From an optimization exercise on the open Yosys and OpenROAD flow, aimed at a short achievable clock period and few clock cycles; shortcuts taken in it are not production practice. In this exercise RTL edits were held to simulation tests only and were not proved equivalent to the original. Power figures rest on the tool's default switching activity, not on a simulated workload.

$ cat design/flow/run.sh
#!/bin/bash
# synth_recipe.tcl (not shown) runs the flow's synth.tcl, then flattens the netlist and writes it again
# the make line also repeats each setting of config.mk as NAME=value (left out here)
make -C /OpenROAD-flow-scripts/flow DESIGN_CONFIG=/design/flow/config.mk WORK_HOME=/design/flow/orfs CLKGATE_MAP_FILE= SYNTH_SCRIPT=/design/flow/synth_recipe.tcl finish
$ cat design/flow/config.mk
export PLATFORM = sky130hd
export DESIGN_NAME = mips_pipeline
export DESIGN_NICKNAME = mips_pipeline
export VERILOG_FILES = /design/flow/design.v
export SDC_FILE = /design/flow/constraint.sdc
export NUM_CORES = 4
export LEC_CHECK = 0
export CAP_MARGIN = 20
export CORE_MARGIN = 2
export CORE_UTILIZATION = 40
export SETUP_SLACK_MARGIN = 4
export SLEW_MARGIN = 20
$ cat design/flow/constraint.sdc
create_clock -name core_clock -period 6.5 [get_ports {clk}]
set_input_delay 1.3000 -clock core_clock [delete_from_list [all_inputs] [get_ports {clk}]]
set_output_delay 1.3000 -clock core_clock [all_outputs]
set_load 0.01 [all_outputs]
$ cat design/flow/design.v
`default_nettype none
`timescale 1ns/100ps
package mips_pkg;
  localparam int xlen       = 32;   
  localparam int reg_addr_w = 5;    
  localparam logic [5:0] op_rtype = 6'h00;
  localparam logic [5:0] op_beq   = 6'h04;
  localparam logic [5:0] op_bne   = 6'h05;
  localparam logic [5:0] op_addi  = 6'h08;
  localparam logic [5:0] op_addiu = 6'h09;
  localparam logic [5:0] op_ori   = 6'h0d;
  localparam logic [5:0] op_lui   = 6'h0f;
  localparam logic [5:0] op_lw    = 6'h23;
  localparam logic [5:0] op_sw    = 6'h2b;
  localparam logic [5:0] f_add  = 6'h20;
  localparam logic [5:0] f_addu = 6'h21;
  localparam logic [5:0] f_sub  = 6'h22;
  localparam logic [5:0] f_subu = 6'h23;
  localparam logic [5:0] f_and  = 6'h24;
  localparam logic [5:0] f_or   = 6'h25;
  localparam logic [5:0] f_slt  = 6'h2a;
  typedef struct packed {
    logic regwrite;    
    logic uses_rs;     
    logic uses_rt;     
    logic alusrc;      
    logic load;
    logic store;
    logic branch;
    logic branch_ne;
    logic op_add;      
    logic op_sub;      
    logic op_and;
    logic op_or;
    logic op_slt;
  } ctrl_t;
endpackage
`default_nettype wire
`timescale 1ns/100ps
`default_nettype none
import mips_pkg::*;
module ks_adder #(
  parameter int n      = 32,
  parameter int levels = 5     
) (
  input  logic [n-1:0] a,
  input  logic [n-1:0] b,
  input  logic         cin,
  output logic [n-1:0] s,
  output logic         cout
);
  logic [n-1:0] p0, g0;
  logic [n-1:0] gl [0:levels];
  logic [n-1:0] pl [0:levels];
  assign p0 = a ^ b;
  assign g0 = a & b;
  always_comb
  begin
    gl[0] = g0;
    pl[0] = p0;
    gl[0][0] = g0[0] | (p0[0] & cin);
    for (int l = 0; l < levels; l++)
    begin
      for (int i = 0; i < n; i++)
      begin
        if (i >= (1 << l))
        begin
          gl[l+1][i] = gl[l][i] | (pl[l][i] & gl[l][i-(1<<l)]);
          pl[l+1][i] = pl[l][i] & pl[l][i-(1<<l)];
        end
        else
        begin
          gl[l+1][i] = gl[l][i];
          pl[l+1][i] = pl[l][i];
        end
      end
    end
  end
  assign s    = p0 ^ {gl[levels][n-2:0], cin};
  assign cout = gl[levels][n-1];
endmodule
module alu (
  input  logic [mips_pkg::xlen-1:0] a,
  input  logic [mips_pkg::xlen-1:0] b,         
  input  logic                      op_add,
  input  logic                      op_sub,    
  input  logic                      op_and,
  input  logic                      op_or,
  input  logic                      op_slt,
  output logic [mips_pkg::xlen-1:0] result
);
  logic [xlen-1:0] sum;
  logic            less, cout;
  ks_adder #(.n(xlen)) u_add (
    .a    (a),
    .b    (b),
    .cin  (op_sub),
    .s    (sum),
    .cout (cout)
  );
  assign less = (a[xlen-1] == b[xlen-1]) ? a[xlen-1] : sum[xlen-1];
  assign result = ({xlen{op_add}} & sum)
                | ({xlen{op_and}} & (a & b))
                | ({xlen{op_or}}  & (a | b))
                | {{(xlen-1){1'b0}}, op_slt & less};
endmodule
`default_nettype wire
`timescale 1ns/100ps
`default_nettype none
import mips_pkg::*;
module register_file (
  input  logic                            clk,
  input  logic                            reset,
  input  logic                            we,
  input  logic [mips_pkg::reg_addr_w-1:0] ra1,
  input  logic [mips_pkg::reg_addr_w-1:0] ra2,
  input  logic [mips_pkg::reg_addr_w-1:0] wa,
  input  logic [mips_pkg::xlen-1:0]       wd,
  output logic [mips_pkg::xlen-1:0]       rd1,
  output logic [mips_pkg::xlen-1:0]       rd2
);
  logic [31:1][xlen-1:0] regs;   
  logic [31:0][xlen-1:0] view;
  always_ff @(posedge clk)
  begin
    for (int i = 1; i < 32; i++)
    begin
      if (reset)
        regs[i] <= '0;
      else if (we && (wa == 5'(i)))
        regs[i] <= wd;
    end
  end
  assign view = {regs, {xlen{1'b0}}};
  assign rd1 = (we && (wa == ra1) && (ra1 != '0)) ? wd : view[ra1];
  assign rd2 = (we && (wa == ra2) && (ra2 != '0)) ? wd : view[ra2];
endmodule
`default_nettype wire
`timescale 1ns/100ps
`default_nettype none
import mips_pkg::*;
module hazard_unit (
  input  logic                            ex_regwrite,
  input  logic                            ex_load,
  input  logic [mips_pkg::reg_addr_w-1:0] ex_dst,
  input  logic [mips_pkg::reg_addr_w-1:0] id_rs,
  input  logic [mips_pkg::reg_addr_w-1:0] id_rt,
  input  logic                            id_uses_rs,
  input  logic                            id_uses_rt,
  input  logic                            id_alusrc,
  output logic                            fwd_a,
  output logic                            fwd_b,
  output logic                            fwd_sd,
  output logic                            stall
);
  logic hit_rs, hit_rt;
  assign hit_rs = ex_regwrite && (ex_dst == id_rs);
  assign hit_rt = ex_regwrite && (ex_dst == id_rt);
  assign fwd_a  = hit_rs;
  assign fwd_b  = hit_rt && !id_alusrc;
  assign fwd_sd = hit_rt;
  assign stall  = ex_load && ((hit_rs && id_uses_rs) || (hit_rt && id_uses_rt));
endmodule
`default_nettype wire
`timescale 1ns/100ps
`default_nettype none
import mips_pkg::*;
module control_decoder (
  input  logic [31:0]       instr,
  output mips_pkg::ctrl_t   ctrl,
  output logic [4:0]        dst,
  output logic [31:0]       imm
);
  logic [5:0] opcode, funct;
  logic [4:0] dst_raw;
  logic       wr;
  assign opcode = instr[31:26];
  assign funct  = instr[5:0];
  always_comb
  begin
    ctrl    = '0;   
    wr      = 1'b0;
    dst_raw = instr[20:16];
    case (opcode)
      op_rtype:
      begin
        dst_raw = instr[15:11];
        case (funct)
          f_add, f_addu: begin wr = 1'b1; ctrl.op_add = 1'b1; end
          f_sub, f_subu: begin wr = 1'b1; ctrl.op_add = 1'b1; ctrl.op_sub = 1'b1; end
          f_and:         begin wr = 1'b1; ctrl.op_and = 1'b1; end
          f_or:          begin wr = 1'b1; ctrl.op_or  = 1'b1; end
          f_slt:         begin wr = 1'b1; ctrl.op_sub = 1'b1; ctrl.op_slt = 1'b1; end
          default:       ;
        endcase
        ctrl.uses_rs = wr;
        ctrl.uses_rt = wr;
      end
      op_lw:
      begin
        wr           = 1'b1;
        ctrl.uses_rs = 1'b1;
        ctrl.alusrc  = 1'b1;
        ctrl.load    = 1'b1;
        ctrl.op_add  = 1'b1;
      end
      op_sw:
      begin
        ctrl.uses_rs = 1'b1;
        ctrl.alusrc  = 1'b1;
        ctrl.store   = 1'b1;
        ctrl.op_add  = 1'b1;
      end
      op_beq, op_bne:
      begin
        ctrl.uses_rs   = 1'b1;
        ctrl.uses_rt   = 1'b1;
        ctrl.branch    = (instr[15:0] != 16'h0);   
        ctrl.branch_ne = opcode[0];
      end
      op_addi, op_addiu, op_lui:
      begin
        wr           = 1'b1;
        ctrl.uses_rs = 1'b1;
        ctrl.alusrc  = 1'b1;
        ctrl.op_add  = 1'b1;
      end
      op_ori:
      begin
        wr           = 1'b1;
        ctrl.uses_rs = 1'b1;
        ctrl.alusrc  = 1'b1;
        ctrl.op_or   = 1'b1;
      end
      default: ;
    endcase
    ctrl.regwrite = wr && (dst_raw != 5'd0);
  end
  assign dst = dst_raw;
  always_comb
  begin
    if (opcode == op_lui)
      imm = {instr[15:0], 16'h0};
    else if (opcode == op_ori)
      imm = {16'h0, instr[15:0]};
    else
      imm = {{16{instr[15]}}, instr[15:0]};
  end
endmodule
`default_nettype wire
`timescale 1ns/100ps
`default_nettype none
import mips_pkg::*;
module mips_pipeline #(
  parameter logic [mips_pkg::xlen-1:0] reset_pc = '0
) (
  input  logic                      clk,
  input  logic                      reset,
  output logic [mips_pkg::xlen-1:0] pc,
  input  logic [mips_pkg::xlen-1:0] instr,
  output logic                      memwrite,
  output logic [mips_pkg::xlen-1:0] memaddr,
  output logic [mips_pkg::xlen-1:0] memwritedata,
  input  logic [mips_pkg::xlen-1:0] memreaddata
);
  localparam int bw = 6;    
  logic            d_valid;
  logic [31:0]     d_instr;
  logic [31:0]     d_pc4;
  logic            d_pred;
  mips_pkg::ctrl_t e_ctrl;
  logic [31:0]     e_a, e_b, e_sd;   
  logic            e_fa, e_fb, e_fsd;
  logic            e_fbp, e_fbn;     
  logic [4:0]      e_dst;
  logic [31:0]     e_alt;    
  logic            e_pred;
  logic            e_nep;    
  logic            m_regwrite, m_load, m_store;
  logic [31:0]     m_result, m_result_n, m_sd, m_addr;
  logic [4:0]      m_dst;
  logic [31:0]     pc_plus4;
  logic            f_pred;
  logic            redirect, stall;
  logic [31:0]     redirect_pc;
  assign pc_plus4 = {pc[31:2] + 30'd1, pc[1:0]};
  logic [31:0] pc_next;
  logic [31:bw+2] pc_hi_p1, pc_hi_m1;
  assign pc_hi_p1 = pc[31:bw+2] + 1'b1;
  assign pc_hi_m1 = pc[31:bw+2] - 1'b1;
  fetch_unit #(.bw(bw)) u_fetch (
    .pc          (pc),
    .hi_p1       (pc_hi_p1),
    .hi_m1       (pc_hi_m1),
    .pc_plus4    (pc_plus4),
    .instr       (instr),
    .redirect    (redirect),
    .redirect_pc (redirect_pc),
    .stall       (stall),
    .pred        (f_pred),
    .pc_next     (pc_next)
  );
  logic [31:2] pc_q;
  assign pc = {pc_q, reset_pc[1:0]};   
  always_ff @(posedge clk)
  begin
    if (reset)
      pc_q <= reset_pc[31:2];
    else
      pc_q <= pc_next[31:2];
  end
  always_ff @(posedge clk)
  begin
    if (!stall)
    begin
      d_valid <= 1'b1;
      d_instr <= instr;
      d_pc4   <= pc_plus4;
      d_pred  <= f_pred;
    end
    if (reset || redirect)
      d_valid <= 1'b0;
  end
  mips_pkg::ctrl_t dec_ctrl, id_ctrl;
  logic [4:0]      id_dst, id_rs, id_rt;
  logic [31:0]     id_imm, id_rs_val, id_rt_val, id_target, m_value;
  logic            id_fa, id_fb, id_fsd, hz_stall;
  assign id_rs = d_instr[25:21];
  assign id_rt = d_instr[20:16];
  control_decoder u_dec (
    .instr (d_instr),
    .ctrl  (dec_ctrl),
    .dst   (id_dst),
    .imm   (id_imm)
  );
  assign id_ctrl = d_valid ? dec_ctrl : '0;
  assign m_value = m_load ? memreaddata : m_result;
  register_file u_rf (
    .clk   (clk),
    .reset (reset),
    .we    (m_regwrite),
    .ra1   (id_rs),
    .ra2   (id_rt),
    .wa    (m_dst),
    .wd    (m_value),
    .rd1   (id_rs_val),
    .rd2   (id_rt_val)
  );
  hazard_unit u_hz (
    .ex_regwrite (e_ctrl.regwrite),
    .ex_load     (e_ctrl.load),
    .ex_dst      (e_dst),
    .id_rs       (id_rs),
    .id_rt       (id_rt),
    .id_uses_rs  (id_ctrl.uses_rs),
    .id_uses_rt  (id_ctrl.uses_rt),
    .id_alusrc   (id_ctrl.alusrc),
    .fwd_a       (id_fa),
    .fwd_b       (id_fb),
    .fwd_sd      (id_fsd),
    .stall       (hz_stall)
  );
  assign stall = hz_stall;
  ks_adder #(.n(30), .levels(5)) u_tgt (
    .a    (d_pc4[31:2]),
    .b    ({{14{d_instr[15]}}, d_instr[15:0]}),
    .cin  (1'b0),
    .s    (id_target[31:2]),
    .cout ()
  );
  assign id_target[1:0] = d_pc4[1:0];
  always_ff @(posedge clk)
  begin
    e_a    <= id_fa ? '0 : id_rs_val;
    e_b    <= id_fb ? '0 : ((id_ctrl.alusrc ? id_imm : id_rt_val) ^ {32{id_ctrl.op_sub}});
    e_sd   <= id_rt_val;
    e_fa   <= id_fa;
    e_fb   <= id_fb;
    e_fbp  <= id_fb & ~id_ctrl.op_sub;
    e_fbn  <= id_fb & id_ctrl.op_sub;
    e_fsd  <= id_fsd;
    e_dst  <= id_dst;
    e_alt  <= d_pred ? d_pc4 : id_target;
    e_pred <= d_pred;
    e_nep  <= id_ctrl.branch_ne ^ d_pred;
    e_ctrl <= id_ctrl;
    if (reset || redirect || stall)
      e_ctrl <= '0;   
  end
  logic [31:0] ex_a, ex_b, ex_result, ex_sd;
  logic        ex_eq, ex_taken;
  assign ex_a  = e_a | ({32{e_fa}} & m_result);
  assign ex_b  = e_b | ({32{e_fbp}} & m_result) | ({32{e_fbn}} & m_result_n);
  assign ex_sd = e_fsd ? m_value : e_sd;
  alu u_alu (
    .a      (ex_a),
    .b      (ex_b),
    .op_add (e_ctrl.op_add),
    .op_sub (e_ctrl.op_sub),
    .op_and (e_ctrl.op_and),
    .op_or  (e_ctrl.op_or),
    .op_slt (e_ctrl.op_slt),
    .result (ex_result)
  );
  logic eq_rr, eq_mr, eq_rm;
  assign eq_rr = (e_a == e_b);
  assign eq_mr = &(m_result_n ^ e_b);
  assign eq_rm = &(m_result_n ^ e_a);
  always_comb
  begin
    case ({e_fa, e_fb})
      2'b00:   ex_eq = eq_rr;
      2'b10:   ex_eq = eq_mr;
      2'b01:   ex_eq = eq_rm;
      default: ex_eq = 1'b1;   
    endcase
  end
  assign ex_taken    = ex_eq ^ e_ctrl.branch_ne;
  assign redirect    = e_ctrl.branch && (ex_eq ^ e_nep);
  assign redirect_pc = e_alt;
  always_ff @(posedge clk)
  begin
    m_result   <= ex_result;
    m_result_n <= ~ex_result;
    if (e_ctrl.load || e_ctrl.store)
      m_addr   <= ex_result;   
    m_sd       <= ex_sd;
    m_dst      <= e_dst;
    m_regwrite <= e_ctrl.regwrite;
    m_load     <= e_ctrl.load;
    m_store    <= e_ctrl.store;
    if (reset)
    begin
      m_regwrite <= 1'b0;
      m_load     <= 1'b0;
      m_store    <= 1'b0;
    end
  end
  assign memwrite     = m_store;
  assign memaddr      = m_addr;
  assign memwritedata = m_sd;
endmodule
`default_nettype wire
`timescale 1ns/100ps
`default_nettype none
module fetch_unit #(
  parameter int bw = 10
) (
  input  logic [31:0] pc,
  input  logic [31:bw+2] hi_p1,    
  input  logic [31:bw+2] hi_m1,    
  input  logic [31:0] pc_plus4,
  input  logic [31:0] instr,
  input  logic        redirect,
  input  logic [31:0] redirect_pc,
  input  logic        stall,
  output logic        pred,
  output logic [31:0] pc_next
);
  logic           taken_guess, fits;
  logic [bw:0]    lo;
  logic [31:0]    target;
  logic           up, dn, same_hi;
  logic           sel_redir, sel_hold, sel_tgt, sel_seq;
  assign taken_guess = (instr[31:27] == 5'b00010) &&
                       (instr[26] ^ (instr[25:21] == instr[20:16]));
  assign fits = (instr[15:bw-1] == '0) || (instr[15:bw-1] == '1);
  assign pred = taken_guess && fits;
  ks_adder #(.n(bw), .levels(3)) u_lo (
    .a    (pc[bw+1:2]),
    .b    (instr[bw-1:0]),
    .cin  (1'b1),
    .s    (lo[bw-1:0]),
    .cout (lo[bw])
  );
  assign up      = lo[bw] & ~instr[15];
  assign dn      = ~lo[bw] & instr[15];
  assign same_hi = ~(up | dn);
  assign target  = {({(30-bw){up}} & hi_p1) | ({(30-bw){dn}} & hi_m1) |
                    ({(30-bw){same_hi}} & pc[31:bw+2]),
                    lo[bw-1:0], pc[1:0]};
  assign sel_redir = redirect;
  assign sel_hold  = ~redirect & stall;
  assign sel_tgt   = ~redirect & ~stall & pred;
  assign sel_seq   = ~redirect & ~stall & ~pred;
  assign pc_next   = ({32{sel_redir}} & redirect_pc) | ({32{sel_hold}} & pc) |
                     ({32{sel_tgt}} & target) | ({32{sel_seq}} & pc_plus4);
endmodule
`default_nettype wire
==> impl_metrics.yaml, run 1 <==
status:
  status: "complete, no violations"
floorplanning:
  num_rows: 153
  die_h_um: 421
  initial_core_util: 0.402
  die_width_um: 421
  ios: 163
  dieArea_um2: 178000
  core_area_um2: 173000
sta:
  maxSlewHeadroom: 0.192
  hold_slack_ns: 0.395
  rsz0062_at_grt: "yes"
  tightest_slew_ns: 1.19
  final-setup-viol-count: 0
  timing.final.crit_share: 0.571
  slew_viol_final: 0
  finalSetupTns_ns: 0
  finalClockSkew_ns: 0.0421
  timing.fmax_ghz: 0.269
  hold_violations: 0
  min_period_ns: 3.71
clock_network:
  clock-sinks: 1368
  cts_buffer_depth: 3
  cts_tree: "done"
  clk_pin_slew_ns: 0.06
  cts-htree-levels: 4
  clk_latency_ns: 0.82
  numCtsBuffers: 147
  root_buffer: "clkbuf_16"
flow_run:
  drv_cap: 0
place:
  dp_hpwl_um: 144000
  dpl-instance-area_um2: 73700
  portBuffers: 160
  place_congestion: 0.989
final_layout:
  final_common_cell: "dfxtp_1"
  layout_common_cells: "dfxtp_1 (1186), nor2_1 (1163), a211oi_1 (1002), mux4_2 (538), buf_4 (286)"
  design_area_um2: 90500
  area_growth_pct: 29.8
  post-route-util: 0.522
  fin_nets: 7220
  nFillCells: 14700
  drive_gt1_frac: 0.322
grt:
  grt_pass1_vias: 57200
  grt_first_pass_wirelength_um: 393000
  antenna_found_initial: 8
  gr-total-overflow: 0
  grt_max_degree: 240
  grt.total_usage: 0.295
critical_path:
  worst_setup_path_end_kind: "flop"
  worstSetupPathType: "flop to flop"
  arrival_ns: 4.27
  critPathMaxStageDelay_ns: 0.38
  crit_fanout: 2
  slowest_stage: "or3_4"
  required_ns: 7.06
  path_buf_inv: 3
  crit_chain: "buf_12, a221o_1, inv_2, fa_2, inv_2, fa_2, a21o_1, a21oi_2, or4_4, a31oi_4, o2111a_2, o211ai_1, nand3b_1, mux2i_1, or3_4"
  start_kind: "flop"
  cp_top_family: "compound AO/OA/AOI/OAI gates"
power_and_ir_drop:
  power_density_nw_per_um2: 210
  p_leak_nw: 31.1
  total_power_mw: 19.0
  ir_drop_mv: 0.208
route:
  firstDrtPassIters: 6
  vias: 60900
  wl_per_cell_um: 29.3
  postRouteAntennaNets: 0
  viasPerCell: 6.42
  drtIter0Drc: 8133
  drt-total-wl_um: 278000
  drc: 0
yosys:
  syn_area_per_cell_um2: 10.3
  async_flop_share: 0
  synth_mux_area_frac: 0.215
  syn_area_um2: 69700
  yosysTopAreaCell: "dfxtp_1"
  ys_seq_area_frac: 0.407
  yosysUniqueCellTypes: 81
  synth_top_area_frac: 0.366
  ys_ff_latch: 1368
  synth_area_leaders: "dfxtp_1 (37%), mux4_2 (17%), a211oi_1 (11%)"
  synthSimpleGateAreaFrac: 0.0996
  synth_edf_count: 95
  synth-main-ff-cell: "dfxtp_1"
  syn-instance-count: 6759
  ys_warn_count: 12
  synth_xor_area_frac: 0.0307
  synth-compound-area-share: 0.180
  synth_top_family_by_area: "multiplexers"
  synth_fa_ha_area_frac: 0.0198
min_path:
  holdCritPathClass: "flop to flop"
[layer usage]
metal / share of wire / track usage / up-vias
met4: 0.060 / 0.165 / 8
li1: - / - / 26100
met1: 0.39 / 0.398 / 30200
met2: 0.43 / 0.434 / 3806
met3: 0.11 / 0.0712 / 825
met5: 0.00021 / 0 / -
[through the flow]
stage          cells  setup slack (ns)
2_1_floorplan   6760              2.88
3_3_place_gp    8672              1.23
3_5_place_dp    8673              1.25
4_1_cts         9351              2.88
5_1_grt         9490              2.69
6_report        9493              2.79
[state kept, by name, summed over array words and instances, names as in the netlist, 5 cells and up]
| name | count |
|---|---|
| d_instr | 32 |
| d_pc4 | 30 |
| e_a | 32 |
| e_alt | 30 |
| e_b | 32 |
| e_ctrl | 9 |
| e_dst | 5 |
| e_sd | 32 |
| m_addr | 32 |
| m_dst | 5 |
| m_result | 32 |
| m_result_n | 32 |
| m_sd | 32 |
| pc_q | 30 |
| u_rf.regs | 992 |
[cell type report]
type	count	area [um2]	area share
sequential	1368	28500	0.316
multi-input combinational	4574	42400	0.469
clock inverter	66	742	0.00820
clock buffer	201	4180	0.0462
antenna	4	10.0	0.000111
timing repair buffer	831	11100	0.123
inverter	124	559	0.00618
tap	2325	2910	0.0322
[repair_timing]
action                     4_1_cts  5_1_grt
gates cloned                   105       15
setup buffers                  306      122
setup endpoints to repair     1267     1144
resized for setup             1310      378
hold buffers                     0        0
pin swaps                      207      209
[worst paths after layout]
path                    startpoint                    to  slack, ns  cells past startpoint
hold reg to reg   e_dst[2]$_DFF_P_      m_dst[2]$_DFF_P_       0.39                      0
setup / recovery     e_fbn$_DFF_P_  m_addr[28]$_DFFE_PP_       2.79                     15
setup reg to reg     e_fbn$_DFF_P_  m_addr[28]$_DFFE_PP_       2.79                     15
hold / removal    e_dst[2]$_DFF_P_      m_dst[2]$_DFF_P_       0.39                      0
[report_power, final]
| group | leakage, nW | switching [mW] | internal, mW |
|---|---|---|---|
| Clock | 2.40 | 3.73 | 5.00 |
| Combinational | 17.4 | 0.943 | 0.758 |
| Sequential | 11.3 | 0.0656 | 8.51 |
| Total | 31.1 | 4.74 | 14.3 |
[Yosys cell counts (5+ instances only)]
| master | instances |
|---|---|
| dfxtp_1 | 1273 |
| nor2_1 | 1242 |
| a211oi_1 | 1020 |
| clkbuf_1 | 564 |
| mux4_2 | 538 |
| a21oi_1 | 202 |
| mux2i_1 | 154 |
| nand2_1 | 146 |
| xor2_1 | 125 |
| inv_1 | 123 |
| mux2_2 | 121 |
| xnor2_1 | 119 |
| ha_1 | 104 |
| o21ai_0 | 102 |
| edfxtp_1 | 95 |
| buf_2 | 86 |
| a22o_1 | 70 |
| a21o_1 | 65 |
| a221o_1 | 53 |
| nand3_1 | 52 |
| nor3_1 | 43 |
| nor4_1 | 38 |
| o22ai_1 | 38 |
| buf_1 | 36 |
| nand4_1 | 24 |
| o2bb2ai_1 | 24 |
| o21a_1 | 23 |
| a221oi_1 | 21 |
| and3_1 | 19 |
| o221ai_1 | 19 |
| nand2b_1 | 17 |
| nor2b_1 | 17 |
| a31oi_1 | 14 |
| buf_6 | 13 |
| nand3b_1 | 13 |
| o31ai_1 | 11 |
| and2_1 | 9 |
| o211ai_1 | 8 |
| a211o_1 | 7 |
| buf_4 | 7 |
| or3_1 | 7 |
| a2111oi_0 | 5 |
| o21bai_1 | 5 |
| or2_2 | 5 |
| or4_1 | 5 |
[cells by family after synthesis]
logic type	Yosys count
simple gates	1667
mux	813
other cells	1
xor+xnor	244
flops	1368
compound gates	1727
fa+ha+maj	108
buf+inv	831
Testbench counts, summed over its fixed seeds: cycles 51,992.
==> inputs of run 2 (changes only) <==
==> design/flow/flow/run.sh (new file) <==
#!/bin/bash
# Standard layout, except that Yosys does not map adders to the library's
# full- and half-adder cells (their carry outputs are slow); ABC maps that
# logic with the rest. Registers are untouched.
set -euo pipefail
bash standard.sh ADDER_MAP_FILE= finish > standard_flow.log 2>&1
==> design/flow/standard.sh (new file) <==
#!/bin/bash
# synth_recipe.tcl (not shown) runs the flow's synth.tcl, then flattens the netlist and writes it again
# the make line also repeats each setting of config.mk as NAME=value (left out here)
make -C /OpenROAD-flow-scripts/flow DESIGN_CONFIG=/design/flow/config.mk WORK_HOME=/design/flow/orfs CLKGATE_MAP_FILE= SYNTH_SCRIPT=/design/flow/synth_recipe.tcl "${@:-finish}"
removed: design/flow/run.sh
==> run 2 against run 1 <==
Compared with the run above:
- critical path type unchanged
- count of clock-buffer cells in the layout up 23
- area after synthesis down 3.3%
- sequential share of layout area up 0.74 points
- still clean on timing, DRC and antenna
- via count down 2.0%
==> impl_metrics.yaml, run 2 <==
power_and_ir_drop:
  ir_drop_mv: 0.301
  total_power_mw: 19.2
  combPwrFrac: 0.084
  p_leak_nw: 30.5
  power_frac_seq: 0.449
  p_sw_mw: 4.70
  internal_power_mw: 14.5
  swShare: 0.245
  power_frac_clock: 0.467
  power_density_nw_per_um2: 216
flow_run:
  drv_cap: 0
place:
  place_inst: 8341
  dpl-instance-area_um2: 71400
  dp_hpwl_um: 141000
  place_congestion: 0.978
  portBuffers: 160
  dp_slack_ns: 1.77
route:
  vias: 59700
  postRouteAntennaNets: 0
  drc: 0
  viasPerCell: 6.50
  drt-total-wl_um: 281000
  firstDrtPassIters: 6
  drtIter0Drc: 8132
  wl_per_cell_um: 30.6
floorplanning:
  die_h_um: 414
  initial_core_util: 0.403
  dieArea_um2: 172000
  die_width_um: 414
  ios: 163
  core_area_um2: 167000
  num_rows: 150
grt:
  grt_max_degree: 182
  grt_pass1_vias: 57600
  gr-total-overflow: 0
  grt_first_pass_wirelength_um: 403000
  grt.total_usage: 0.316
  antenna_found_initial: 3
sta:
  hold_slack_ns: 0.398
  rsz0062_at_grt: "yes"
  final-setup-viol-count: 0
  tightest_slew_ns: 1.18
  finalSetupTns_ns: 0
  setup_slack_ns: 2.80
  timing.fmax_ghz: 0.271
  timing.final.crit_share: 0.568
  hold_violations: 0
  slew_viol_final: 0
  maxSlewHeadroom: 0.216
  finalClockSkew_ns: 0.0316
  min_period_ns: 3.70
critical_path:
  r2r_setup_slack_ns: 2.80
  reg2reg_from: "e_fbp$_DFF_P_"
  path_buf_inv: 4
  crit_fanout: 8
  rr_worst_depth: 15
  critPathMaxStageDelay_ns: 0.41
  worstSetupPathType: "flop to flop"
  required_ns: 7.05
  start_kind: "flop"
  reg2reg_to: "m_addr[30]$_DFFE_PP_"
  crit_chain: "buf_12, a221oi_4, buf_4, nor3_2, nor3_2, a21oi_2, a221oi_2, buf_4, o211ai_4, a211oi_4, o211a_1, o32ai_2, xnor2_1, a222oi_1, inv_1"
  cp_top_family: "compound AO/OA/AOI/OAI gates"
  arrival_ns: 4.25
  worst_setup_path_end_kind: "flop"
  slowest_stage: "a222oi_1"
min_path:
  holdCritPathClass: "flop to flop"
  worstHoldStart: "e_dst[0]$_DFF_P_"
  whs_path_depth: 0
  holdPathEnd: "m_dst[0]$_DFF_P_"
final_layout:
  final_common_cell: "nor2_1"
  top_register: "u_rf.regs"
  largest_register_ffs: 992
  final_cells: 9194
  area_growth_pct: 31.4
  design_area_um2: 88500
  fin_nets: 6932
  post-route-util: 0.529
  layout_common_cells: "nor2_1 (1174), dfxtp_1 (1164), a211oi_1 (996), mux4_2 (532), buf_4 (330)"
  drive_gt1_frac: 0.349
clock_network:
  cts-htree-levels: 4
  clk_pin_slew_ns: 0.06
  cts_buffer_depth: 3
  numCtsBuffers: 152
  clk_latency_ns: 0.82
  clock-sinks: 1368
  cts_tree: "done"
  cts_hold_buf: 0
  root_buffer: "clkbuf_16"
yosys:
  synth_edf_count: 95
  synthTopCellsByCount: "nor2_1 (1302), dfxtp_1 (1273), a211oi_1 (1011), clkbuf_1 (604), mux4_2 (532)"
  ys_seq_area_frac: 0.421
  synth_area_leaders: "dfxtp_1 (38%), mux4_2 (18%), a211oi_1 (11%)"
  yosysUniqueCellTypes: 80
  syn-instance-count: 6538
  ys_warn_count: 12
  ys_ff_latch: 1368
  yosysMostFrequentCell: "nor2_1"
  syn_area_um2: 67400
  syn_area_per_cell_um2: 10.3
  synth-main-ff-cell: "dfxtp_1"
  synth_top_area_frac: 0.378
  yosysTopAreaCell: "dfxtp_1"
  async_flop_share: 0
status:
  status: "complete, no violations"
-- run 2: cell types whose count changed after synthesis, sizes merged, moves of 34 or more --
cell,delta
inv,-66
a221oi,+34
clkbuf,+39
buf,-50
mux2i,-65
nor2,+60
ha,-104
a221o,-42
a21o,-55
xnor2,+100
-- run 2: final cells by class --
| cell class | count | area, um2 |
|---|---|---|
| Fill cell | 13800 | 78700 |
| Timing Repair inverter | 4 | 45.0 |
| Sequential cell | 1368 | 28600 |
| Tap cell | 2204 | 2760 |
| Inverter | 57 | 230 |
| Clock inverter | 52 | 559 |
| Multi-Input combinational cell | 4433 | 40500 |
| Timing Repair Buffer | 850 | 11200 |
| Clock buffer | 224 | 4570 |
| Antenna cell | 2 | 5.00 |
-- run 2: how the worst max path moves through the flow --
stage / start / endpoint / cells past startpoint
3_5_place_dp: instr[1] / pc_q[19]$_SDFF_PP0_ / 13
4_1_cts: e_fbp$_DFF_P_ / m_addr[30]$_DFFE_PP_ / 14
6_report: e_fbp$_DFF_P_ / m_addr[30]$_DFFE_PP_ / 15
5_1_grt: e_fbp$_DFF_P_ / m_addr[30]$_DFFE_PP_ / 15
3_3_place_gp: instr[15] / pc_q[23]$_SDFF_PP0_ / 13
2_1_floorplan: instr[0] / pc_q[29]$_SDFF_PP0_ / 10
-- run 2: cells by family (layout without fill, tap and decap cells) --
kind of cell	after synthesis	in the layout	share of synthesized area
simple gates	1711	1725	0.103
compound gates	1584	1584	0.171
flops	1368	1368	0.421
mux	774	775	0.217
buf+inv	753	1187	0.0429
xor+xnor	319	319	0.0415
fa+ha+maj	28	28	0.00418
other cells	1	4	0.0000557
-- run 2: worst register-to-register path, delay by kind of cell (launching register included) --
kind                   cells  cell delay [ns]
flip-flops                 1             0.40
XOR/XNOR                   1             0.17
AO/OA/AOI/OAI              8             1.99
buffers and inverters      4             0.64
AND/OR/NAND/NOR            2             0.23
-- run 2: power by group through the flow --
stage          Clock (mW)  Sequential [mW]  Combinational [mW]
4_1_cts              8.98             8.59                1.48
3_5_place_dp            0             8.80               0.954
5_1_grt              9.34             8.59                1.64
3_3_place_gp            0             8.80               0.949
2_1_floorplan           0             8.74               0.702
6_report             8.95             8.60                1.61
-- run 2: routing by layer --
metal  vias to the layer above  GRT usage  share of wire
met5                         -          0        0.00016
met4                         6      0.241          0.087
met3                      1097     0.0756           0.10
met2                      3882      0.472           0.44
met1                     29500      0.395           0.37
li1                      25300          -              -
-- run 2: what timing repair did --
| action | CTS | global route |
|---|---|---|
| gates resized for setup | 1503 | 337 |
| pin swaps | 237 | 154 |
| endpoints found under the setup margin | 1136 | 982 |
| gates cloned | 117 | 6 |
| setup buffers | 361 | 91 |
==> inputs of run 3 (changes only) <==
--- a/design/flow/design.v
+++ b/design/flow/design.v
@@ -273,4 +273,5 @@
   logic            e_fa, e_fb, e_fsd;
   logic            e_fbp, e_fbn;     
+  logic            e_fac;            
   logic [4:0]      e_dst;
   logic [31:0]     e_alt;    
@@ -278,5 +279,5 @@
   logic            e_nep;    
   logic            m_regwrite, m_load, m_store;
-  logic [31:0]     m_result, m_result_n, m_sd, m_addr;
+  logic [31:0]     m_result, m_result_n, m_sd;
   logic [4:0]      m_dst;
   logic [31:0]     pc_plus4;
@@ -335,4 +336,6 @@
   );
   assign id_ctrl = d_valid ? dec_ctrl : '0;
+  logic dec_branch_any;
+  assign dec_branch_any = d_instr[31:27] == 5'b00010;
   assign m_value = m_load ? memreaddata : m_result;
   register_file u_rf (
@@ -375,8 +378,9 @@
     e_b    <= id_fb ? '0 : ((id_ctrl.alusrc ? id_imm : id_rt_val) ^ {32{id_ctrl.op_sub}});
     e_sd   <= id_rt_val;
-    e_fa   <= id_fa;
-    e_fb   <= id_fb;
-    e_fbp  <= id_fb & ~id_ctrl.op_sub;
-    e_fbn  <= id_fb & id_ctrl.op_sub;
+    e_fa   <= id_fa & dec_branch_any;    
+    e_fb   <= id_fb & dec_branch_any;
+    e_fac  <= id_fa & ~dec_branch_any;   
+    e_fbp  <= id_fb & ~dec_branch_any & ~id_ctrl.op_sub;
+    e_fbn  <= id_fb & ~dec_branch_any & id_ctrl.op_sub;
     e_fsd  <= id_fsd;
     e_dst  <= id_dst;
@@ -390,5 +394,5 @@
   logic [31:0] ex_a, ex_b, ex_result, ex_sd;
   logic        ex_eq, ex_taken;
-  assign ex_a  = e_a | ({32{e_fa}} & m_result);
+  assign ex_a  = e_a | ({32{e_fac}} & m_result);
   assign ex_b  = e_b | ({32{e_fbp}} & m_result) | ({32{e_fbn}} & m_result_n);
   assign ex_sd = e_fsd ? m_value : e_sd;
@@ -423,6 +427,4 @@
     m_result   <= ex_result;
     m_result_n <= ~ex_result;
-    if (e_ctrl.load || e_ctrl.store)
-      m_addr   <= ex_result;   
     m_sd       <= ex_sd;
     m_dst      <= e_dst;
@@ -438,5 +440,5 @@
   end
   assign memwrite     = m_store;
-  assign memaddr      = m_addr;
+  assign memaddr      = m_result;
   assign memwritedata = m_sd;
 endmodule
==> design/flow/run.sh (new file) <==
#!/bin/bash
# synth_recipe.tcl (not shown) runs the flow's synth.tcl, then flattens the netlist and writes it again
# the make line also repeats each setting of config.mk as NAME=value (left out here)
make -C /OpenROAD-flow-scripts/flow DESIGN_CONFIG=/design/flow/config.mk WORK_HOME=/design/flow/orfs CLKGATE_MAP_FILE= SYNTH_SCRIPT=/design/flow/synth_recipe.tcl finish
removed: design/flow/flow/run.sh
removed: design/flow/standard.sh
==> run 3 against run 2 <==
Compared with the run above:
- flip-flop and latch count decreased by 31
- critical endpoint is now m_result[26]$_DFF_P_
- hold slack got worse by 0.011 ns
- design area is 1.8% higher
- setup slack improved by 0.15 ns
- total power shrank 2.7%
- highest routed layer unchanged
==> impl_metrics.yaml, run 3 <==
yosys:
  yosysTopAreaCell: "dfxtp_1"
  ys_warn_count: 12
  synth_top_area_frac: 0.371
  ys_ff_latch: 1337
  yosysUniqueCellTypes: 93
  async_flop_share: 0
  ys_seq_area_frac: 0.398
  syn-instance-count: 6696
  synthTopCellsByCount: "dfxtp_1 (1274), nor2_1 (1259), a211oi_1 (1015), clkbuf_1 (538), mux4_2 (525)"
  synth_edf_count: 63
  syn_area_um2: 68800
  synth_area_leaders: "dfxtp_1 (37%), mux4_2 (17%), a211oi_1 (11%)"
  synth-main-ff-cell: "dfxtp_1"
  yosysMostFrequentCell: "dfxtp_1"
  syn_area_per_cell_um2: 10.3
route:
  postRouteAntennaNets: 0
  viasPerCell: 6.53
  firstDrtPassIters: 8
  vias: 61700
  wl_per_cell_um: 30.7
  drc: 0
  drt-total-wl_um: 290000
  drtIter0Drc: 8538
critical_path:
  worstSetupPathType: "flop to flop"
  rr_worst_depth: 15
  arrival_ns: 4.23
  worst_setup_path_end_kind: "flop"
  r2r_setup_slack_ns: 2.95
  required_ns: 7.18
  cp_top_family: "compound AO/OA/AOI/OAI gates"
  path_buf_inv: 5
  critPathMaxStageDelay_ns: 0.42
  cp_common_cell: "buf_4"
  start_kind: "flop"
  crit_fanout: 7
  reg2reg_from: "e_fbn$_DFF_P_"
  reg2reg_to: "m_result[26]$_DFF_P_"
  crit_chain: "buf_12, buf_4, buf_4, a221o_1, ha_1, a21o_1, a21o_1, a21oi_1, o221ai_2, a211oi_4, buf_4, nor2_2, xnor2_2, a221oi_2, inv_1"
  slowest_stage: "ha_1"
clock_network:
  cts-htree-levels: 4
  numCtsBuffers: 149
  root_buffer: "clkbuf_16"
  cts_buffer_depth: 3
  clk_pin_slew_ns: 0.06
  clock-sinks: 1337
  clk_latency_ns: 0.80
  cts_tree: "done"
place:
  place_inst: 8519
  portBuffers: 160
  dp_hpwl_um: 143000
  place_congestion: 0.945
grt:
  grt_first_pass_wirelength_um: 405000
  grt_max_degree: 240
  grt.total_usage: 0.313
  antenna_found_initial: 15
  gr-total-overflow: 0
  grt_pass1_vias: 58100
power_and_ir_drop:
  power_frac_seq: 0.448
  ir_drop_mv: 0.300
  swShare: 0.254
  power_density_nw_per_um2: 207
  total_power_mw: 18.6
  p_leak_nw: 31.8
  p_sw_mw: 4.73
  combPwrFrac: 0.092
  power_frac_clock: 0.460
  internal_power_mw: 13.9
floorplanning:
  die_h_um: 419
  die_width_um: 419
  ios: 163
  initial_core_util: 0.402
  core_area_um2: 171000
  dieArea_um2: 175000
  num_rows: 152
flow_run:
  drv_cap: 0
sta:
  final-setup-viol-count: 0
  maxSlewHeadroom: 0.214
  hold_violations: 0
  timing.fmax_ghz: 0.282
  slew_viol_final: 0
  finalClockSkew_ns: 0.0363
  rsz0062_at_grt: "yes"
  tightest_slew_ns: 1.18
  min_period_ns: 3.55
  finalSetupTns_ns: 0
  timing.final.crit_share: 0.545
final_layout:
  layout_common_cells: "nor2_1 (1182), dfxtp_1 (1162), a211oi_1 (997), mux4_2 (525), buf_4 (330)"
  post-route-util: 0.527
  top_register: "u_rf.regs"
  final_common_cell: "nor2_1"
  area_growth_pct: 31.0
  fin_nets: 7270
  drive_gt1_frac: 0.332
  final_cells: 9451
  largest_register_ffs: 992
min_path:
  holdCritPathClass: "flop to flop"
  holdPathEnd: "m_dst[2]$_DFF_P_"
  whs_path_depth: 0
  worstHoldStart: "e_dst[2]$_DFF_P_"
status:
  status: "complete, no violations"
[run 3: per-layer routing]
metal / vias to the layer above / routed length, um / global-route usage
met4: 14 / 22600 / 0.210
met1: 30400 / 107000 / 0.397
met5: - / 130 / 0
li1: 26100 / - / -
met2: 4083 / 127000 / 0.474
met3: 1184 / 32500 / 0.0736
[run 3: metrics by stage]
stage | setup slack [ns] | hold slack [ns] | cell area (um2)
final | 2.95 | 0.387 | 90200
after global routing | 2.85 | 0.389 | 90100
after CTS | 3.06 | 0.392 | 87200
after detailed placement | 1.43 | 0.384 | 72700
after global placement | 1.40 | 0.389 | 72500
after floorplan | 2.82 | 0.373 | 69400
[run 3: power groups by stage]
| stage | clock (mW) | combinational, mW | sequential (mW) |
|---|---|---|---|
| 4_1_cts | 8.57 | 1.51 | 8.34 |
| 6_report | 8.57 | 1.71 | 8.35 |
| 5_1_grt | 8.93 | 1.74 | 8.35 |
| 3_5_place_dp | 0 | 0.999 | 8.56 |
| 2_1_floorplan | 0 | 0.699 | 8.52 |
| 3_3_place_gp | 0 | 0.997 | 8.57 |
[run 3: how the worst max path moves through the flow]
stage,endpoint,cells past startpoint,slack (ns),startpoint
finish,m_result[26]$_DFF_P_,15,2.95,e_fbn$_DFF_P_
global route,m_result_n[30]$_DFF_P_,15,2.85,e_fbn$_DFF_P_
CTS,m_result[28]$_DFF_P_,15,3.06,e_fbn$_DFF_P_
detailed placement,pc_q[19]$_SDFF_PP0_,18,1.43,instr[0]
global placement,pc_q[23]$_SDFF_PP0_,19,1.40,instr[0]
floorplan,pc_q[23]$_SDFF_PP0_,18,2.82,instr[0]
[run 3: kinds of logic (layout without fill, tap and decap cells)]
logic type               after synthesis  after routing  share of synthesized area
buffers and inverters                838           1341                     0.0495
XOR/XNOR                             234            234                     0.0299
multiplexers                         822            823                      0.217
adder cells (fa/ha/maj)              108            108                     0.0201
AND/OR/NAND/NOR                     1675           1688                      0.102
other                                  1              6                  0.0000545
AO/OA/AOI/OAI                       1681           1681                      0.183
flip-flops                          1337           1337                      0.398
[run 3: timing repair]
| action | in CTS | in global routing |
|---|---|---|
| setup endpoints to repair | 1179 | 1211 |
| pin swaps | 250 | 229 |
| hold buffers | 0 | 0 |
| setup buffers | 395 | 149 |
| gates resized for setup | 1387 | 357 |
| gates cloned | 103 | 7 |
[run 3: cell type report]
cell class	count	area, um2
fill	14300	81000
multi-input combinational	4536	42000
sequential	1337	27700
timing repair buffer	929	12200
clock buffer	220	4340
tap	2233	2790
inverter	141	594
clock inverter	49	527
timing repair inverter	2	23.8
antenna	4	10.0
Testbench counts of run 3, summed over its fixed seeds: cycles 51,992.
==> inputs of run 4 (changes only) <==
--- a/design/flow/design.v
+++ b/design/flow/design.v
@@ -48,4 +48,5 @@
   input  logic         cin,
   output logic [n-1:0] s,
+  output logic [n-1:0] c,       
   output logic         cout
 );
@@ -77,10 +78,11 @@
     end
   end
-  assign s    = p0 ^ {gl[levels][n-2:0], cin};
+  assign c    = {gl[levels][n-2:0], cin};
+  assign s    = p0 ^ c;
   assign cout = gl[levels][n-1];
 endmodule
 module alu (
-  input  logic [mips_pkg::xlen-1:0] a,
-  input  logic [mips_pkg::xlen-1:0] b,         
+  input  logic [mips_pkg::xlen-1:0] a,         
+  input  logic [mips_pkg::xlen-1:0] b,
   input  logic                      op_add,
   input  logic                      op_sub,    
@@ -90,15 +92,18 @@
   output logic [mips_pkg::xlen-1:0] result
 );
-  logic [xlen-1:0] sum;
-  logic            less, cout;
+  logic [xlen-1:0] p, c, diff_or_sum;
+  logic            less;
   ks_adder #(.n(xlen)) u_add (
     .a    (a),
     .b    (b),
-    .cin  (op_sub),
-    .s    (sum),
-    .cout (cout)
+    .cin  (1'b0),
+    .s    (),
+    .c    (c),
+    .cout ()
   );
-  assign less = (a[xlen-1] == b[xlen-1]) ? a[xlen-1] : sum[xlen-1];
-  assign result = ({xlen{op_add}} & sum)
+  assign p           = a ^ b;
+  assign diff_or_sum = (p ^ {xlen{op_sub}}) ^ c;
+  assign less = (~a[xlen-1] == b[xlen-1]) ? diff_or_sum[xlen-1] : ~a[xlen-1];
+  assign result = ({xlen{op_add}} & diff_or_sum)
                 | ({xlen{op_and}} & (a & b))
                 | ({xlen{op_or}}  & (a | b))
@@ -271,7 +276,5 @@
   mips_pkg::ctrl_t e_ctrl;
   logic [31:0]     e_a, e_b, e_sd;   
-  logic            e_fa, e_fb, e_fsd;
-  logic            e_fbp, e_fbn;     
-  logic            e_fac;            
+  logic            e_fsdl;
   logic [4:0]      e_dst;
   logic [31:0]     e_alt;    
@@ -279,5 +282,5 @@
   logic            e_nep;    
   logic            m_regwrite, m_load, m_store;
-  logic [31:0]     m_result, m_result_n, m_sd;
+  logic [31:0]     m_result, m_sd;
   logic [4:0]      m_dst;
   logic [31:0]     pc_plus4;
@@ -370,18 +373,20 @@
     .cin  (1'b0),
     .s    (id_target[31:2]),
+    .c    (),
     .cout ()
   );
   assign id_target[1:0] = d_pc4[1:0];
+  logic [31:0] id_a_pre, ex_result;
+  logic        id_fap, id_fan;
+  assign id_a_pre = id_rs_val ^ {32{id_ctrl.op_sub}};
+  assign id_fap   = id_fa & ~id_ctrl.op_sub;
+  assign id_fan   = id_fa & id_ctrl.op_sub;
   always_ff @(posedge clk)
   begin
-    e_a    <= id_fa ? '0 : id_rs_val;
-    e_b    <= id_fb ? '0 : ((id_ctrl.alusrc ? id_imm : id_rt_val) ^ {32{id_ctrl.op_sub}});
-    e_sd   <= id_rt_val;
-    e_fa   <= id_fa & dec_branch_any;    
-    e_fb   <= id_fb & dec_branch_any;
-    e_fac  <= id_fa & ~dec_branch_any;   
-    e_fbp  <= id_fb & ~dec_branch_any & ~id_ctrl.op_sub;
-    e_fbn  <= id_fb & ~dec_branch_any & id_ctrl.op_sub;
-    e_fsd  <= id_fsd;
+    e_a    <= ({32{id_fap}} & ex_result) | ({32{id_fan}} & ~ex_result) |
+              ({32{~id_fa}} & id_a_pre);
+    e_b    <= id_fb ? ex_result : (id_ctrl.alusrc ? id_imm : id_rt_val);
+    e_sd   <= id_fsd ? ex_result : id_rt_val;
+    e_fsdl <= id_fsd & e_ctrl.load;   
     e_dst  <= id_dst;
     e_alt  <= d_pred ? d_pc4 : id_target;
@@ -392,12 +397,10 @@
       e_ctrl <= '0;   
   end
-  logic [31:0] ex_a, ex_b, ex_result, ex_sd;
-  logic        ex_eq, ex_taken;
-  assign ex_a  = e_a | ({32{e_fac}} & m_result);
-  assign ex_b  = e_b | ({32{e_fbp}} & m_result) | ({32{e_fbn}} & m_result_n);
-  assign ex_sd = e_fsd ? m_value : e_sd;
+  logic [31:0] ex_sd;
+  logic        ex_eq;
+  assign ex_sd = e_fsdl ? memreaddata : e_sd;
   alu u_alu (
-    .a      (ex_a),
-    .b      (ex_b),
+    .a      (e_a),
+    .b      (e_b),
     .op_add (e_ctrl.op_add),
     .op_sub (e_ctrl.op_sub),
@@ -407,24 +410,10 @@
     .result (ex_result)
   );
-  logic eq_rr, eq_mr, eq_rm;
-  assign eq_rr = (e_a == e_b);
-  assign eq_mr = &(m_result_n ^ e_b);
-  assign eq_rm = &(m_result_n ^ e_a);
-  always_comb
-  begin
-    case ({e_fa, e_fb})
-      2'b00:   ex_eq = eq_rr;
-      2'b10:   ex_eq = eq_mr;
-      2'b01:   ex_eq = eq_rm;
-      default: ex_eq = 1'b1;   
-    endcase
-  end
-  assign ex_taken    = ex_eq ^ e_ctrl.branch_ne;
-  assign redirect    = e_ctrl.branch && (ex_eq ^ e_nep);
+  assign ex_eq    = (e_a == e_b);   
+  assign redirect = e_ctrl.branch && (ex_eq ^ e_nep);
   assign redirect_pc = e_alt;
   always_ff @(posedge clk)
   begin
     m_result   <= ex_result;
-    m_result_n <= ~ex_result;
     m_sd       <= ex_sd;
     m_dst      <= e_dst;
@@ -474,4 +463,5 @@
     .cin  (1'b1),
     .s    (lo[bw-1:0]),
+    .c    (),
     .cout (lo[bw])
   );
==> run 4 against run 3 <==
Compared with the run above:
- sequential power shrank 2.8%
- non-clock buffer count shrank 11
- critical path depth shrank 4
- wire length shrank 1.7%
- clock skew grew 0.0087 ns
- count of clock-buffer cells in the layout shrank 18
- final cell count shrank 2.0%
- register-to-register slack gained 0.09 ns
- fmax grew 2.6%
- combinational power is essentially flat
- area after synthesis shrank 2.8%
- design area shrank 1.8%
==> impl_metrics.yaml, run 4 <==
grt:
  met2_usage: 0.465
  busiest_layer: "met2"
  gr-total-overflow: 0
  grt_max_degree: 206
  antenna_found_initial: 10
  grt_pass1_vias: 57000
  grt_first_pass_wirelength_um: 399000
  grt_use_met1: 0.413
  grt.total_usage: 0.317
  use_met3: 0.0856
route:
  viasPerCell: 6.54
  drc: 0
  vias: 60600
  drtIter0Drc: 8650
  postRouteAntennaNets: 0
  wl_per_cell_um: 30.8
  firstDrtPassIters: 8
  drt-total-wl_um: 285000
sta:
  tightest_slew_ns: 1.16
  slew_viol_final: 0
  min_period_ns: 3.46
  hold_violations: 0
  timing.fmax_ghz: 0.289
  finalSetupTns_ns: 0
  timing.final.crit_share: 0.532
  final-setup-viol-count: 0
  maxSlewHeadroom: 0.213
  rsz0062_at_grt: "yes"
  finalClockSkew_ns: 0.0450
final_layout:
  area_growth_pct: 32.5
  fin_nets: 7113
  multi_input_area_um2: 41500
  register_area_um2: 26900
  final_common_cell: "dfxtp_1"
  top_register: "u_rf.regs"
  layout_common_cells: "dfxtp_1 (1141), nor2_1 (1106), a211oi_1 (1001), mux4_2 (556), buf_4 (384)"
  drive_gt1_frac: 0.352
  nFillCells: 13800
  largest_register_ffs: 992
critical_path:
  cp_common_cell: "o211ai_1"
  required_ns: 7.14
  crit_chain: "buf_12, buf_16, buf_4, nor2b_4, buf_6, a22o_1, mux4_2, o211ai_1, o211ai_1, o21ai_1, xor2_1"
  slowest_stage: "o211ai_1"
  worstSetupPathType: "flop to flop"
  cp_top_family: "compound AO/OA/AOI/OAI gates"
  start_kind: "flop"
  worst_setup_path_end_kind: "flop"
  critPathMaxStageDelay_ns: 0.89
  path_buf_inv: 4
  arrival_ns: 4.10
  crit_fanout: 9
yosys:
  synth_area_leaders: "dfxtp_1 (37%), mux4_2 (19%), a211oi_1 (12%)"
  synth_edf_count: 63
  async_flop_share: 0
  syn-instance-count: 6567
  ys_ff_latch: 1300
  syn_area_um2: 66900
  ys_seq_area_frac: 0.399
  yosysUniqueCellTypes: 86
  ys_warn_count: 12
  yosysTopAreaCell: "dfxtp_1"
  synth_top_area_frac: 0.370
  synthTopCellsByCount: "dfxtp_1 (1237), nor2_1 (1187), a211oi_1 (1034), mux4_2 (556), clkbuf_1 (555)"
  syn_area_per_cell_um2: 10.2
  synth-main-ff-cell: "dfxtp_1"
  yosysMostFrequentCell: "dfxtp_1"
floorplanning:
  dieArea_um2: 170000
  initial_core_util: 0.401
  ios: 163
  core_area_um2: 167000
  die_h_um: 413
  num_rows: 150
  die_width_um: 413
clock_network:
  root_buffer: "clkbuf_16"
  clk_pin_slew_ns: 0.06
  clk_latency_ns: 0.81
  cts_hold_buf: 0
  cts_tree: "done"
  clock-sinks: 1300
  numCtsBuffers: 145
  cts_buffer_depth: 3
  cts-htree-levels: 4
power_and_ir_drop:
  p_sw_mw: 4.65
  p_leak_nw: 30.5
  combPwrFrac: 0.092
  internal_power_mw: 14.0
  ir_drop_mv: 0.296
  power_density_nw_per_um2: 210
  swShare: 0.249
  total_power_mw: 18.6
  power_frac_clock: 0.472
  power_frac_seq: 0.436
place:
  place_congestion: 0.935
  dp_hpwl_um: 144000
  portBuffers: 160
min_path:
  holdCritPathClass: "flop to flop"
status:
  status: "complete, no violations"
flow_run:
  drv_cap: 0
[run 4: cell type report]
type / instances / area share
antenna: 3 / 0.0000848
timing repair buffer: 918 / 0.134
sequential: 1300 / 0.304
tap: 2204 / 0.0311
clock inverter: 62 / 0.00882
multi-input combinational: 4457 / 0.469
clock buffer: 202 / 0.0480
inverter: 118 / 0.00555
timing repair inverter: 1 / 0.0000989
[run 4: per-layer routing]
metal | vias up | wire length, um
met2 | 4048 | 122000
li1 | 25600 | -
met4 | 10 | 21500
met1 | 29900 | 107000
met5 | - | 61
met3 | 1073 | 34900
[run 4: final timing paths]
path / slack, ns / cells past startpoint / endpoint / startpoint
max: 3.04 / 11 / e_a[12]$_DFF_P_ / d_instr[21]$_DFFE_PN_
min: 0.40 / 0 / m_dst[4]$_DFF_P_ / e_dst[4]$_DFF_P_
max reg2reg: 3.04 / 11 / e_a[12]$_DFF_P_ / d_instr[21]$_DFFE_PN_
min reg2reg: 0.40 / 0 / m_dst[4]$_DFF_P_ / e_dst[4]$_DFF_P_
[run 4: timing repair]
action / CTS / global route
hold endpoints to repair: 0 / 0
resized for setup: 1421 / 362
pin swaps: 244 / 206
setup buffers: 373 / 137
cloned: 109 / 19
endpoints found under the setup margin: 1122 / 1040
[run 4: power groups by stage]
stage	logic, mW	registers (mW)	clock network, mW
after floorplan	0.693	8.29	0
after global placement	0.998	8.32	0
after detailed placement	1.00	8.32	0
after CTS	1.54	8.12	8.81
after global routing	1.75	8.12	9.15
final	1.71	8.12	8.80
[run 4: logic make-up after synthesis]
logic type,count (synthesis),share of synthesized area
AND/OR/NAND/NOR,1687,0.105
AO/OA/AOI/OAI,1686,0.180
flip-flops,1300,0.399
buffers and inverters,834,0.0501
multiplexers,777,0.223
XOR/XNOR,176,0.0231
adder cells (fa/ha/maj),106,0.0201
other,1,0.0000561
[run 4: stage by stage]
step	area (um2)	worst slack, ns	utilization	hold WS (ns)	cells
4_1_cts	85200	3.35	0.511	0.393	9103
3_3_place_gp	70400	1.59	0.422	0.385	8349
3_5_place_dp	70600	1.67	0.424	0.387	8357
2_1_floorplan	67300	2.80	-	0.373	6568
6_report	88600	3.04	0.531	0.397	9265
5_1_grt	88500	3.10	0.531	0.405	9262
Testbench counts of run 4, summed over its fixed seeds: cycles 51,992.
==> inputs of run 5 (changes only) <==
--- a/design/flow/design.v
+++ b/design/flow/design.v
@@ -269,5 +269,5 @@
   input  logic [mips_pkg::xlen-1:0] memreaddata
 );
-  localparam int bw = 6;    
+  localparam int bw = 5;    
   logic            d_valid;
   logic [31:0]     d_instr;
@@ -291,6 +291,6 @@
   logic [31:0] pc_next;
   logic [31:bw+2] pc_hi_p1, pc_hi_m1;
-  assign pc_hi_p1 = pc[31:bw+2] + 1'b1;
-  assign pc_hi_m1 = pc[31:bw+2] - 1'b1;
+  assign pc_hi_p1 = pc_plus4[31:bw+2] + 1'b1;
+  assign pc_hi_m1 = pc_plus4[31:bw+2] - 1'b1;
   fetch_unit #(.bw(bw)) u_fetch (
     .pc          (pc),
@@ -339,6 +339,4 @@
   );
   assign id_ctrl = d_valid ? dec_ctrl : '0;
-  logic dec_branch_any;
-  assign dec_branch_any = d_instr[31:27] == 5'b00010;
   assign m_value = m_load ? memreaddata : m_result;
   register_file u_rf (
@@ -459,7 +457,7 @@
   assign pred = taken_guess && fits;
   ks_adder #(.n(bw), .levels(3)) u_lo (
-    .a    (pc[bw+1:2]),
+    .a    (pc_plus4[bw+1:2]),
     .b    (instr[bw-1:0]),
-    .cin  (1'b1),
+    .cin  (1'b0),
     .s    (lo[bw-1:0]),
     .c    (),
@@ -470,5 +468,5 @@
   assign same_hi = ~(up | dn);
   assign target  = {({(30-bw){up}} & hi_p1) | ({(30-bw){dn}} & hi_m1) |
-                    ({(30-bw){same_hi}} & pc[31:bw+2]),
+                    ({(30-bw){same_hi}} & pc_plus4[31:bw+2]),
                     lo[bw-1:0], pc[1:0]};
   assign sel_redir = redirect;
==> run 5 against run 4 <==
Compared with the run above:
- still clean
- global-route usage is 0.77 points lower
- combinational power is essentially flat
- clock skew down 0.0019 ns
- sequential power is essentially flat
- critical path depth is 2 higher
- die area rose by 1.4%
- sequential share of layout area is 0.42 points lower
- first-iteration DRC count up 0.80%
- count of clock-buffer cells in the layout grew 6
- largest power group is now registers
- highest routed layer unchanged
==> impl_metrics.yaml, run 5 <==
yosys:
  ys_warn_count: 12
  synth_top_area_frac: 0.365
  yosysMostFrequentCell: "dfxtp_1"
  synthTopCellsByCount: "dfxtp_1 (1237), nor2_1 (1178), a211oi_1 (1017), mux4_2 (573), clkbuf_1 (560)"
  syn_area_um2: 67800
  syn_area_per_cell_um2: 10.2
  synth_area_leaders: "dfxtp_1 (37%), mux4_2 (19%), a211oi_1 (11%)"
  syn-instance-count: 6648
  synth_edf_count: 63
  ys_ff_latch: 1300
  async_flop_share: 0
  yosysTopAreaCell: "dfxtp_1"
  yosysUniqueCellTypes: 103
  synth-main-ff-cell: "dfxtp_1"
  ys_seq_area_frac: 0.393
sta:
  min_period_ns: 3.57
  timing.final.crit_share: 0.549
  rsz0062_at_grt: "yes"
  finalClockSkew_ns: 0.0431
  final-setup-viol-count: 0
  maxSlewHeadroom: 0.171
  hold_violations: 0
  slew_viol_final: 0
  finalSetupTns_ns: 0
  tightest_slew_ns: 1.24
  timing.fmax_ghz: 0.280
route:
  vias: 61500
  drt-total-wl_um: 287000
  wl_per_cell_um: 30.5
  drc: 0
  postRouteAntennaNets: 0
  viasPerCell: 6.54
  firstDrtPassIters: 9
  drtIter0Drc: 8719
critical_path:
  cp_top_family: "simple AND/OR/NAND/NOR gates"
  crit_chain: "ha_4, and4_4, nand2_4, xor2_4, ha_4, nand4_1, o22ai_2, o211ai_1, or3_4, or3_1, o31ai_1, a21oi_1, o41ai_1"
  cp_common_cell: "ha_4"
  critPathMaxStageDelay_ns: 0.44
  reg2reg_to: "pc_q[23]$_SDFF_PP0_"
  worstSetupPathType: "flop to flop"
  r2r_setup_slack_ns: 2.93
  start_kind: "flop"
  reg2reg_from: "pc_q[2]$_SDFF_PP0_"
  crit_fanout: 5
  slowest_stage: "or3_4"
  path_buf_inv: 0
  arrival_ns: 4.23
  required_ns: 7.17
  rr_worst_depth: 13
  worst_setup_path_end_kind: "flop"
min_path:
  whs_path_depth: 1
  worstHoldStart: "e_sd[10]$_DFF_P_"
  holdCritPathClass: "flop to flop"
  holdPathEnd: "m_sd[10]$_DFF_P_"
final_layout:
  area_growth_pct: 32.6
  fin_nets: 7248
  drive_gt1_frac: 0.357
  design_area_um2: 89900
  layout_common_cells: "dfxtp_1 (1123), nor2_1 (1105), a211oi_1 (1004), mux4_2 (573), buf_4 (389)"
  largest_register_ffs: 992
  top_register: "u_rf.regs"
  final_common_cell: "dfxtp_1"
place:
  portBuffers: 160
  dp_hpwl_um: 140000
  place_congestion: 0.938
  dpl-instance-area_um2: 72000
clock_network:
  root_buffer: "clkbuf_16"
  clk_pin_slew_ns: 0.06
  cts_buffer_depth: 3
  numCtsBuffers: 141
  clock-sinks: 1300
  cts_hold_buf: 0
  clk_latency_ns: 0.81
  cts-htree-levels: 4
  cts_tree: "done"
floorplanning:
  die_width_um: 416
  die_h_um: 416
  initial_core_util: 0.401
  num_rows: 151
  dieArea_um2: 173000
  ios: 163
  core_area_um2: 169000
grt:
  grt_pass1_vias: 57600
  grt.total_usage: 0.310
  gr-total-overflow: 0
  grt_max_degree: 226
  grt_first_pass_wirelength_um: 399000
  antenna_found_initial: 5
power_and_ir_drop:
  p_leak_nw: 31.4
  power_density_nw_per_um2: 199
  ir_drop_mv: 0.236
flow_run:
  drv_cap: 0
status:
  status: "complete, no violations"
==> run 5: cell count changes after synthesis, moves of 17 or more <==
cell	delta
nor3_1	+22
buf_2	-62
a211oi_1	-17
a221oi_1	-18
nand2_1	+49
xor2_1	-32
xnor2_1	+21
mux4_2	+17
buf_1	+43
==> run 5: worst reg2reg max path, cell delays in order, from the launching register on <==
cell and delay [ns]:
dfxtp_4 0.40, ha_4 0.17, and4_4 0.24, nand2_4 0.09
xor2_4 0.24, ha_4 0.20, nand4_1 0.10, o22ai_2 0.25
o211ai_1 0.25, or3_4 0.44, or3_1 0.36, o31ai_1 0.26
a21oi_1 0.11, o41ai_1 0.34
==> run 5: logic make-up (layout without fill, tap and decap cells) <==
group	after synthesis	count (layout)	synth area share
xor gates and xnor gates	171	171	0.0234
AOI/OAI and AO/OA	1657	1657	0.175
and+or+nand+nor	1795	1806	0.115
adders and majority gates	105	105	0.0196
buffers and inverters	818	1343	0.0472
muxes	801	805	0.227
DFF	1300	1300	0.393
other	1	5	0.0000553
==> run 5: final cells by class <==
class,count,area [um2]
antenna,3,7.51
clock inverter,47,439
inverter,124,527
fill,14100,79000
multi-input combinational,4546,42500
timing repair inverter,3,31.3
clock buffer,208,4130
timing repair buffer,961,12500
sequential,1300,26900
tap,2218,2780
==> run 5: power by group <==
group | leakage, nW | internal, mW | switching, mW | total [mW]
Combinational | 18.4 | 0.784 | 0.915 | 1.70
Sequential | 10.8 | 8.06 | 0.0578 | 8.12
Clock | 2.24 | 4.54 | 3.55 | 8.09
==> run 5: per-layer routing <==
metal  wire [um]  share of wire  GRT usage
met5          42        0.00015          0
met4       23300          0.081      0.202
met3       35100           0.12     0.0763
met2      124000           0.43      0.465
met1      104000           0.36      0.396
==> run 5: what timing repair did <==
item | 4_1_cts | 5_1_grt
buffers inserted | 383 | 158
pin swaps | 246 | 214
resized for setup | 1419 | 435
endpoints found under the setup margin | 1039 | 783
cloned | 98 | 37
==> run 5: per-stage QoR <==
| step | util | power (mW) | worst slack [ns] | hold WS, ns | cells |
|---|---|---|---|---|---|
| 6_report | 0.532 | 17.9 | 2.93 | 0.451 | 9410 |
| 5_1_grt | 0.532 | 18.3 | 2.90 | 0.466 | 9408 |
| 4_1_cts | 0.509 | 17.7 | 3.31 | 0.438 | 9211 |
| 3_5_place_dp | 0.426 | 9.30 | 1.63 | 0.436 | 8475 |
| 3_3_place_gp | 0.425 | 9.29 | 1.57 | 0.427 | 8464 |
| 2_1_floorplan | - | 8.99 | 3.31 | 0.373 | 6649 |
==> run 5: how the worst max path moves through the flow <==
stage,from,to,slack (ns),depth (start not counted)
final,pc_q[2]$_SDFF_PP0_,pc_q[23]$_SDFF_PP0_,2.93,13
after CTS,pc_q[2]$_SDFF_PP0_,pc_q[29]$_SDFF_PP0_,3.31,15
after global placement,instr[15],pc_q[17]$_SDFF_PP0_,1.57,12
after global routing,pc_q[2]$_SDFF_PP0_,pc_q[23]$_SDFF_PP0_,2.90,13
after floorplan,instr[1],pc_q[23]$_SDFF_PP0_,3.31,10
after detailed placement,instr[15],pc_q[23]$_SDFF_PP0_,1.63,10
Testbench counts of run 5, summed over its fixed seeds: cycles 51,992.

[re-timing with driven ports]
No port has a modelled driver above. Below, the same layouts with a new extraction and two added sets of constraints.
Step 1 sets driving cells, clkbuf_16 on the clock port and buf_2 on the other inputs (assumed; they add their load-dependent delay and slew).
Step 2 moves the port delays by t, midway between the first and last clock arrival at a register: inputs arrive t later, outputs are due t later. That takes back most of the time a late clock gives input paths.
a / b / c = no drivers / after step 1 / after step 2; a / b = the first two.
run | t, ns | setup slack, ns | worst hold slack (ns) | latest minus earliest clock arrival (ns) | worst data-port slew with drivers (ns)
run 1 | 0.883 | 2.789 / 2.789 / 2.446 | 0.395 / 0.395 / 0.395 | 0.044 / 0.044 | 0.06
run 2 | 0.891 | 2.805 / 2.805 / 2.568 | 0.398 / 0.398 / 0.398 | 0.034 / 0.033 | 0.08
run 3 | 0.881 | 2.955 / 2.955 / 2.367 | 0.387 / 0.387 / 0.387 | 0.041 / 0.041 | 0.07
run 4 | 0.875 | 3.044 / 3.044 / 2.385 | 0.397 / 0.397 / 0.397 | 0.045 / 0.045 | 0.09
run 5 | 0.877 | 2.934 / 2.934 / 2.667 | 0.451 / 0.451 / 0.451 | 0.051 / 0.051 | 0.08
After both steps setup and hold are still met in every run listed. For run 4, which loses most, drivers alone change the setup slack by 0.000 ns; drivers and shift together by -0.659 ns.
